Source: an optimization exercise on an open RTL-to-GDS flow (aim: small area, a short achievable clock period and few clock cycles per item). Production flows keep margins and buffers that such runs may drop.
Only simulation tests tie the RTL to the original design; equivalence was not proved.
Power figures rest on the tool's default switching activity, not on a simulated workload.

==> flow/design.v <==
`default_nettype none
module byte_stream_find_replace #(
  parameter int MAX_PATTERN     = 16,
  parameter int MAX_REPLACEMENT = 16
) (
  input  wire logic        clk,
  input  wire logic        rst_n,
  input  wire logic        cfg_we,
  input  wire logic [2:0]  cfg_index,
  input  wire logic [63:0] cfg_wdata,
  input  wire logic        in_tvalid,
  output logic             in_tready,
  input  wire logic [7:0]  in_tdata,
  input  wire logic        in_tlast,
  output logic             out_tvalid,
  input  wire logic        out_tready,
  output logic [7:0]       out_tdata,
  output logic             out_tuser,
  output logic             out_tlast
);
  localparam int DEPTH = 16;
  localparam int AW    = 4;
  logic         pzero_r;
  logic [3:0]   pm1_r;
  logic         rzero_r;
  logic [3:0]   rm1_r;
  logic [127:0] pat_r;
  logic [127:0] rep_r;
  logic [4:0]   wlen;
  logic         plen_we;
  assign wlen    = (cfg_wdata[4] && (cfg_wdata[3:0] != 4'd0)) ? 5'd16 : cfg_wdata[4:0];
  assign plen_we = cfg_we && (cfg_index == 3'd0);
  always_ff @(posedge clk) begin
    if (!rst_n) begin
      pzero_r <= 1'b1;
      pm1_r   <= '0;
      rzero_r <= 1'b1;
      rm1_r   <= '0;
      pat_r   <= '0;
      rep_r   <= '0;
    end else if (cfg_we) begin
      case (cfg_index)
        3'd0: begin pzero_r <= (wlen == 5'd0); pm1_r <= 4'(wlen - 5'd1); end
        3'd1: pat_r[63:0]   <= cfg_wdata;
        3'd2: pat_r[127:64] <= cfg_wdata;
        3'd3: begin rzero_r <= (wlen == 5'd0); rm1_r <= 4'(wlen - 5'd1); end
        3'd4: rep_r[63:0]   <= cfg_wdata;
        3'd5: rep_r[127:64] <= cfg_wdata;
        default: ;
      endcase
    end
  end
  logic        rdy_r;
  logic        v1_r;
  logic [7:0]  b1_r;
  logic        l1_r;
  logic [15:0] eq1_r;
  logic        eqp_r;
  logic [15:0] eq_in;
  logic        v1_nxt;
  always_comb begin
    for (int k = 0; k < 16; k++) begin
      eq_in[k] = (in_tdata == pat_r[8*k +: 8]);
    end
  end
  logic [15:0] pm_oh;
  logic [15:0] rm_oh;
  logic        eqp_in;
  always_comb begin
    for (int k = 0; k < 16; k++) begin
      pm_oh[k] = !pzero_r && (pm1_r == 4'(k));
      rm_oh[k] = (rm1_r == 4'(k));
    end
    eqp_in = |(eq_in & pm_oh);
  end
  assign in_tready = rdy_r;
  assign v1_nxt    = rdy_r ? in_tvalid : v1_r;
  always_ff @(posedge clk) begin
    if (!rst_n) begin
      v1_r <= 1'b0;
    end else begin
      v1_r <= v1_nxt;
    end
  end
  always_ff @(posedge clk) begin
    if (rdy_r) begin
      b1_r  <= in_tdata;
      l1_r  <= in_tlast;
      eq1_r <= eq_in;
      eqp_r <= eqp_in;
    end
  end
  logic [9:0]    mem_r [DEPTH];    
  logic [AW:0]   wr_ptr_r;
  logic [AW:0]   c_ptr_r;
  logic [AW:0]   rd_ptr_r;
  logic [AW:0]   wr_nxt;
  logic [AW:0]   c_nxt;
  logic [3:0]    w_r;
  logic [3:0]    w_nxt;
  logic [15:0]   d_r;
  logic [15:0]   d_new;
  logic [15:0]   d_nxt;
  logic          pfx_r;           
  logic          full_r;          
  logic          go;
  logic          match;
  logic          commit_all;
  logic          wr_rep;
  logic          nf_nxt;
  assign go         = v1_r && rdy_r;
  assign match      = pfx_r && eqp_r;
  assign commit_all = l1_r || pzero_r;
  assign wr_rep     = !rzero_r || l1_r;
  assign d_new      = {d_r[14:0], 1'b1} & eq1_r;
  always_comb begin
    wr_nxt = wr_ptr_r;
    c_nxt  = c_ptr_r;
    w_nxt  = w_r;
    d_nxt  = d_r;
    if (plen_we) begin
      wr_nxt = c_ptr_r;
      w_nxt  = '0;
      d_nxt  = '0;
    end else if (go) begin
      if (match) begin
        c_nxt  = c_ptr_r + (wr_rep ? 1'b1 : 1'b0);
        wr_nxt = c_ptr_r + (wr_rep ? 1'b1 : 1'b0);
        w_nxt  = '0;
        d_nxt  = '0;
      end else if (commit_all) begin
        c_nxt  = wr_ptr_r + 1'b1;
        wr_nxt = wr_ptr_r + 1'b1;
        w_nxt  = '0;
        d_nxt  = '0;
      end else if (full_r) begin
        c_nxt  = c_ptr_r + 1'b1;
        wr_nxt = wr_ptr_r + 1'b1;
        d_nxt  = d_new;
      end else begin
        wr_nxt = wr_ptr_r + 1'b1;
        w_nxt  = w_r + 1'b1;
        d_nxt  = d_new;
      end
    end
  end
  assign nf_nxt = !((wr_nxt[AW-1:0] == rd_ptr_r[AW-1:0]) && (wr_nxt[AW] != rd_ptr_r[AW]));
  always_ff @(posedge clk) begin
    if (!rst_n) begin
      rdy_r    <= 1'b1;
      wr_ptr_r <= '0;
      c_ptr_r  <= '0;
      w_r      <= '0;
      d_r      <= '0;
      pfx_r    <= 1'b0;
      full_r   <= 1'b0;
    end else begin
      rdy_r    <= !v1_nxt || nf_nxt;
      wr_ptr_r <= wr_nxt;
      c_ptr_r  <= c_nxt;
      w_r      <= w_nxt;
      d_r      <= d_nxt;
      pfx_r    <= |({d_nxt[14:0], 1'b1} & pm_oh);
      full_r   <= (w_nxt == pm1_r);
    end
  end
  always_ff @(posedge clk) begin
    for (int i = 0; i < DEPTH; i++) begin
      if (go && (match ? (wr_rep && (c_ptr_r[AW-1:0] == AW'(i)))
                       : (wr_ptr_r[AW-1:0] == AW'(i)))) begin
        mem_r[i] <= {match, l1_r, b1_r};
      end
    end
  end
  logic [9:0]  head;
  logic [7:0]  repb;
  logic        h_valid;
  logic        h_rep;
  logic        load;
  logic        step;
  logic        fin;
  logic [15:0] rd_oh_r;
  logic [15:0] ix_oh_r;
  logic [15:0] ix_oh_nxt;
  logic        idxl_r;             
  logic        ovalid_r;
  logic [7:0]  odata_r;
  logic        ouser_r;
  logic        olast_r;
  always_comb begin
    head = '0;
    repb = '0;
    for (int i = 0; i < DEPTH; i++) begin
      head = head | (mem_r[i] & {10{rd_oh_r[i]}});
      repb = repb | (rep_r[8*i +: 8] & {8{ix_oh_r[i]}});
    end
  end
  assign h_rep     = head[9];
  assign h_valid   = (rd_ptr_r != c_ptr_r);
  assign load      = !ovalid_r || out_tready;
  assign step      = load && h_valid;
  assign fin       = !h_rep || rzero_r || idxl_r;
  assign ix_oh_nxt = !step ? ix_oh_r : (fin ? 16'd1 : {ix_oh_r[14:0], 1'b0});
  always_ff @(posedge clk) begin
    if (!rst_n) begin
      ovalid_r <= 1'b0;
      rd_ptr_r <= '0;
      rd_oh_r  <= 16'd1;
      ix_oh_r  <= 16'd1;
      idxl_r   <= 1'b0;
    end else begin
      if (load) begin
        ovalid_r <= h_valid;
      end
      if (step && fin) begin
        rd_ptr_r <= rd_ptr_r + 1'b1;
        rd_oh_r  <= {rd_oh_r[14:0], rd_oh_r[15]};
      end
      ix_oh_r <= ix_oh_nxt;
      idxl_r  <= |(ix_oh_nxt & rm_oh);
    end
  end
  always_ff @(posedge clk) begin
    if (step) begin
      odata_r <= !h_rep ? head[7:0] : (rzero_r ? 8'd0 : repb);
      ouser_r <= !(h_rep && rzero_r);
      olast_r <= head[8] && fin;
    end
  end
  assign out_tvalid = ovalid_r;
  assign out_tdata  = odata_r;
  assign out_tuser  = ouser_r;
  assign out_tlast  = olast_r;
endmodule
`default_nettype wire
clock: 6.5 ns
lec_check: 0
cap_margin: 20
core_margin: 2
core_utilization: 60
setup_slack_margin: 4.0
slew_margin: 20
standard.sh (not shown) runs the stock make flow with config.mk's settings and CLKGATE_MAP_FILE= SYNTH_SCRIPT=/design/flow/synth_recipe.tcl, a recipe that flattens the netlist after the stock synthesis.
==> flow/flow/run.sh <==
#!/bin/bash
# Standard layout, with two changes: the clock tree uses no dummy loads, and
# ports are buffered with buf_2 cells. The make output goes to make.log here;
# each ORFS step keeps its own log under orfs/logs.
set -euo pipefail
export CTS_ARGS="-sink_clustering_enable -repair_clock_nets -dont_use_dummy_load"
export BUFFER_PORTS_ARGS="-buffer_cell sky130_fd_sc_hd__buf_2"
bash standard.sh finish > make.log 2>&1
The starting point went through all stages and came out clean.
Testbench counts at the start, summed over its fixed seeds: cycles 95,180, items 28,800.
Next try:
--- a/flow/design.v
+++ b/flow/design.v
@@ -52,117 +52,112 @@
   end
   logic        rdy_r;
   logic        v1_r;
   logic [7:0]  b1_r;
   logic        l1_r;
-  logic [15:0] eq1_r;
-  logic        eqp_r;
   logic [15:0] eq_in;
   logic        v1_nxt;
   always_comb begin
     for (int k = 0; k < 16; k++) begin
       eq_in[k] = (in_tdata == pat_r[8*k +: 8]);
     end
   end
   logic [15:0] pm_oh;
   logic [15:0] rm_oh;
-  logic        eqp_in;
   always_comb begin
     for (int k = 0; k < 16; k++) begin
       pm_oh[k] = !pzero_r && (pm1_r == 4'(k));
       rm_oh[k] = (rm1_r == 4'(k));
     end
-    eqp_in = |(eq_in & pm_oh);
   end
   assign in_tready = rdy_r;
   assign v1_nxt    = rdy_r ? in_tvalid : v1_r;
   always_ff @(posedge clk) begin
     if (!rst_n) begin
       v1_r <= 1'b0;
     end else begin
       v1_r <= v1_nxt;
-    end
-  end
-  always_ff @(posedge clk) begin
-    if (rdy_r) begin
-      b1_r  <= in_tdata;
-      l1_r  <= in_tlast;
-      eq1_r <= eq_in;
-      eqp_r <= eqp_in;
     end
   end
   logic [9:0]    mem_r [DEPTH];    
   logic [AW:0]   wr_ptr_r;
   logic [AW:0]   c_ptr_r;
   logic [AW:0]   rd_ptr_r;
   logic [AW:0]   wr_nxt;
   logic [AW:0]   c_nxt;
   logic [3:0]    w_r;
   logic [3:0]    w_nxt;
-  logic [15:0]   d_r;
-  logic [15:0]   d_new;
-  logic [15:0]   d_nxt;
-  logic          pfx_r;           
+  logic [15:0]   dn_r;            
+  logic [15:0]   d_base;          
+  logic [15:0]   d_in;
+  logic          m_r;             
   logic          full_r;          
   logic          go;
   logic          match;
   logic          commit_all;
   logic          wr_rep;
   logic          nf_nxt;
   assign go         = v1_r && rdy_r;
-  assign match      = pfx_r && eqp_r;
+  assign match      = m_r;
   assign commit_all = l1_r || pzero_r;
   assign wr_rep     = !rzero_r || l1_r;
-  assign d_new      = {d_r[14:0], 1'b1} & eq1_r;
+  assign d_in       = {d_base[14:0], 1'b1} & eq_in;
+  logic eqp_in;
+  logic pfx_base;
+  assign eqp_in   = |(eq_in & pm_oh);
+  assign pfx_base = |({d_base[14:0], 1'b1} & pm_oh);
+  always_ff @(posedge clk) begin
+    if (rdy_r) begin
+      m_r   <= eqp_in && pfx_base;
+      b1_r  <= in_tdata;
+      l1_r  <= in_tlast;
+    end
+  end
   always_comb begin
     wr_nxt = wr_ptr_r;
     c_nxt  = c_ptr_r;
     w_nxt  = w_r;
-    d_nxt  = d_r;
+    d_base = dn_r;
     if (plen_we) begin
       wr_nxt = c_ptr_r;
       w_nxt  = '0;
-      d_nxt  = '0;
+      d_base = '0;
     end else if (go) begin
       if (match) begin
         c_nxt  = c_ptr_r + (wr_rep ? 1'b1 : 1'b0);
         wr_nxt = c_ptr_r + (wr_rep ? 1'b1 : 1'b0);
         w_nxt  = '0;
-        d_nxt  = '0;
+        d_base = '0;
       end else if (commit_all) begin
         c_nxt  = wr_ptr_r + 1'b1;
         wr_nxt = wr_ptr_r + 1'b1;
         w_nxt  = '0;
-        d_nxt  = '0;
+        d_base = '0;
       end else if (full_r) begin
         c_nxt  = c_ptr_r + 1'b1;
         wr_nxt = wr_ptr_r + 1'b1;
-        d_nxt  = d_new;
       end else begin
         wr_nxt = wr_ptr_r + 1'b1;
         w_nxt  = w_r + 1'b1;
-        d_nxt  = d_new;
       end
     end
   end
   assign nf_nxt = !((wr_nxt[AW-1:0] == rd_ptr_r[AW-1:0]) && (wr_nxt[AW] != rd_ptr_r[AW]));
   always_ff @(posedge clk) begin
     if (!rst_n) begin
       rdy_r    <= 1'b1;
       wr_ptr_r <= '0;
       c_ptr_r  <= '0;
       w_r      <= '0;
-      d_r      <= '0;
-      pfx_r    <= 1'b0;
+      dn_r     <= '0;
       full_r   <= 1'b0;
     end else begin
       rdy_r    <= !v1_nxt || nf_nxt;
       wr_ptr_r <= wr_nxt;
       c_ptr_r  <= c_nxt;
       w_r      <= w_nxt;
-      d_r      <= d_nxt;
-      pfx_r    <= |({d_nxt[14:0], 1'b1} & pm_oh);
+      dn_r     <= (rdy_r && in_tvalid) ? d_in : d_base;
       full_r   <= (w_nxt == pm1_r);
     end
   end
   always_ff @(posedge clk) begin
     for (int i = 0; i < DEPTH; i++) begin
After rerunning:
- The changed run ran to the end with no violations
- critical path depth decreases by 6
- worst hold slack is about the same
- die area drops by 2.4%
- via count is lower by 2.0%
- non-clock buffer count fell by 20
- power came out lower by about 3.3%
- combinational power is lower by 4.9%
- worst setup slack gets better by 0.015 ns
- synthesized area falls by 2.5%
Testbench counts after the change, summed over its fixed seeds: cycles 95,180, items 28,800.

==> afterwards: timing with drivers on the ports <==
No port has a modelled driver above. Below, the same layouts with a new extraction and two added sets of constraints. Step 1 (the two cells are an assumption about what drives the block):
set clk [get_ports {clk}]
set_driving_cell -lib_cell sky130_fd_sc_hd__clkbuf_16 $clk
set_driving_cell -lib_cell sky130_fd_sc_hd__buf_2 [delete_from_list [all_inputs] $clk]
Step 2 adds t to the input delays and takes it off the output delays; t is the mean of the earliest and latest rising clock arrival at the registers after step 1. Input paths then give back, and output paths get back, about the clock's delay inside the block. Slacks: ideal / step 1 / step 2; pairs: ideal / step 1.
run | t, ns | setup WS [ns] | hold slack, ns | worst register clock-pin slew, ns
the first run | 0.637 | 4.021 / 3.987 / 3.381 | 0.454 / 0.454 / 0.454 | 0.06 / 0.06
the second run | 0.636 | 4.036 / 3.979 / 3.414 | 0.454 / 0.454 / 0.454 | 0.06 / 0.06
After both steps every run listed still meets setup and hold. For the first run, which loses most, drivers alone change the setup slack by -0.034 ns; drivers and shift together by -0.640 ns.
